What follows belongs to an exercise in optimizing a design on an open flow for small area, a short achievable clock period and few clock cycles per item; a production flow would make more cautious choices.
The RTL was checked by simulation tests, not by an equivalence proof against the original design.
The flow treats the clock pin as an ideal source, which a real chip does not have.
Power is estimated from default activity; no workload was simulated.

Setup of run A:
## mac_operand_scatter
module mac_operand_scatter
#(
   parameter int N_TAPS   = 16,
   parameter int TREE_LAT = 5
) (
   input  logic                      clk,
   input  logic                      reset,
   input  conv_pkg::data_t                     in_data,
   input  logic                      in_valid,
   output logic                      in_ready,
   input  logic                      flush,
   input  logic                      w_we,
   input  logic [$clog2(N_TAPS)-1:0] w_addr,
   input  conv_pkg::data_t                     w_data,
   output logic                      w_err,
   output conv_pkg::data_t [conv_pkg::LANES-1:0]         lane_a,
   output conv_pkg::data_t [conv_pkg::LANES-1:0]         lane_b,
   output logic                      mac_en,
   output logic                      mac_clear,
   output logic                      sum_capture
);
Size: ~1100 cells after synthesis, ~14000 sq um of cells after synthesis.
==> flow/config.mk <==
export PLATFORM = sky130hd
export DESIGN_NAME = mac_operand_scatter
export DESIGN_NICKNAME = mac_operand_scatter
export VERILOG_FILES = /design/flow/design.v
export SDC_FILE = /design/flow/constraint.sdc
export NUM_CORES = 4
export LEC_CHECK = 0
export CAP_MARGIN = 20
export CORE_MARGIN = 2
export CORE_UTILIZATION = 40
export CTS_CLUSTER_DIAMETER = 60
export CTS_CLUSTER_SIZE = 30
export SETUP_SLACK_MARGIN = 3.2
export SLEW_MARGIN = 20
export SYNTH_HIERARCHICAL = 1
export SYNTH_MINIMUM_KEEP_SIZE = 0
==> flow/constraint.sdc <==
create_clock -name core_clock -period 5.0 [get_ports {clk}]
set_input_delay 1.0000 -clock core_clock [delete_from_list [all_inputs] [get_ports {clk}]]
set_output_delay 1.0000 -clock core_clock [all_outputs]
set_load 0.01 [all_outputs]
standard.sh (not shown) runs the stock make flow with config.mk's settings and CLKGATE_MAP_FILE= SYNTH_SCRIPT=/design/flow/synth_recipe.tcl, a recipe that flattens the netlist after the stock synthesis.
==> flow/flow/run.sh <==
#!/bin/bash
# The standard layout, with the port buffers made of the smallest buffer
# cell instead of the one ORFS picks by default.
set -euo pipefail
export BUFFER_PORTS_ARGS="-buffer_cell sky130_fd_sc_hd__buf_1"
bash standard.sh > standard_flow.log 2>&1
Testbench counts of run A, summed over its fixed seeds: cycles 4,272, items 2,048.
diff inputs: run A => run B
- CTS_CLUSTER_DIAMETER no longer set, was 60
- SETUP_SLACK_MARGIN no longer set, was 3.2
- CTS_CLUSTER_SIZE no longer set, was 30
--- outcome ---
- NOTE: fraction of area in multi-input gates in run B exceeds that of run A
- sky130_fd_sc_hd__dfxtp_1 as the leading cell type in the layout, fill and taps excluded was reported by run B, and sky130_fd_sc_hd__o22ai_1 by run A.
- Cmp run A and run B / fraction of area in registers / higher: run B
- Of run A and run B, the higher final weighted congestion in routability-driven placement belongs to run A.
- Relative to run A, final instance area decreased by about 20% in run B.
- Run B vs run A on cell count: run B is the lower one.
- Run B vs run A: number of cells on the critical path up in run B
What run C does differently from run B at the input level:
- setting PLACE_DENSITY to 0.8 for the first time
- setting SETUP_SLACK_MARGIN to 2.85 for the first time
- changing CORE_UTILIZATION from 40 to 70
- setting CTS_CLUSTER_SIZE to 30 for the first time
- setting CTS_CLUSTER_DIAMETER to 60 for the first time
==> flow/flow/run.sh <==
#!/bin/bash
# The standard layout with two changes:
# - the port buffers are made of the smallest buffer cell instead of the one
#   ORFS picks by default;
# - after clock tree synthesis the tree's root buffer is removed, so the clock
#   port drives the tree's first level (two buffers) directly; timing is then
#   repaired (post_cts.tcl) instead of before the removal.
set -euo pipefail
export BUFFER_PORTS_ARGS="-buffer_cell sky130_fd_sc_hd__buf_1"
export SKIP_CTS_REPAIR_TIMING=1
export POST_CTS_TCL="$PWD/flow/post_cts.tcl"
bash standard.sh > standard_flow.log 2>&1
==> flow/flow/post_cts.tcl (new file) <==
proc remove_clock_root {} {
  set block [ord::get_db_block]
  set clk [$block findNet clk]
  set root ""
  foreach it [$clk getITerms] { if {[$it isInputSignal]} { set root [$it getInst] } }
  if {$root eq ""} { puts "remove_clock_root: no root buffer"; return }
  set rootout ""
  foreach it [$root getITerms] { if {[$it isOutputSignal]} { set rootout [$it getNet] } }
  set loads {}
  foreach it [$rootout getITerms] { if {[$it isInputSignal]} { lappend loads $it } }
  if {[llength $loads] + [llength [$clk getITerms]] - 1 > 4} {
    puts "remove_clock_root: root buffer drives [llength $loads] pins, kept"
    return
  }
  foreach it $loads { $it disconnect; $it connect $clk }
  puts "remove_clock_root: removed [$root getName], moved [llength $loads] loads to clk"
  odb::dbInst_destroy $root
  odb::dbNet_destroy $rootout
}

remove_clock_root
estimate_parasitics -placement
report_clock_latency
repair_timing_helper
detailed_placement
check_placement -verbose
estimate_parasitics -placement
report_worst_slack
==> comparison <==
Compared with run B, run C has extra setup slack. Delta (run C minus run B): die span in x lower, clock-buffer cell count lower, global routing usage on met2 higher. Looking at startpoint-to-endpoint class of the critical path, the reg -> reg result is from run B; the in -> reg one comes from run C.
The inputs of run D differ from those of run C as listed below.
- changing CORE_UTILIZATION from 70 to 40
- removing PLACE_DENSITY (formerly 0.8)
- changing SETUP_SLACK_MARGIN from 2.85 to 3.0
==> flow/flow/run.sh <==
#!/bin/bash
# The standard layout, with the port buffers made of the smallest buffer
# cell instead of the one ORFS picks by default.
set -euo pipefail
export BUFFER_PORTS_ARGS="-buffer_cell sky130_fd_sc_hd__buf_1"
bash standard.sh > standard_flow.log 2>&1
removed: flow/flow/post_cts.tcl
### Flow results
- Sort run D and run C by signed area change from the synthesized netlist to the final layout, ascending, and run C comes first.
- From run C to run D the numbers moved as follows: initial antenna violation count went up 2, overall fraction of global-route tracks in use went down 9.6 points, y dimension of the die went up about 30%.
- Run C → run D: ratio of final minimum period to clock period has decreased, total power consumption of the routed design picked up an extra 23%, starting utilization of the core area has decreased, number of tapcells up 183, logic depth of the worst setup path including buffers lower.
- In the metrics for run D and run C, the one carrying the lower pre-CTS setup slack is run D.
- Clock share of power, run D and run C: lower on run C

separate check: timing with driven ports:
In the flow no input, the clock included, has a driving cell. The finished layouts below were timed again as built, in two steps.
Step 1 sets driving cells, clkbuf_16 on the clock port and buf_2 on the other inputs (assumed; they add their load-dependent delay and slew).
Step 2, shift: input delay + t, output delay - t, t = (earliest + latest rising clock arrival at the registers) / 2. This alone moves slack from input paths to output paths.
Three values: ideal, step 1, step 2; two values: the first two.
| run | t (ns) | setup WS [ns] | worst hold slack (ns) |
|---|---|---|---|
| run A | 0.631 | 2.882 / 2.829 / 2.536 | 0.399 / 0.399 / 0.399 |
| run B | 0.585 | 2.087 / 2.087 / 2.020 | 0.406 / 0.406 / 0.406 |
| run C | 0.460 | 2.854 / 2.864 / 2.432 | 0.408 / 0.408 / 0.408 |
| run D | 0.627 | 2.906 / 2.854 / 2.427 | 0.400 / 0.400 / 0.400 |
After both steps every run listed still meets setup and hold. For run D, which loses most, drivers alone change the setup slack by -0.052 ns; drivers and shift together by -0.479 ns.
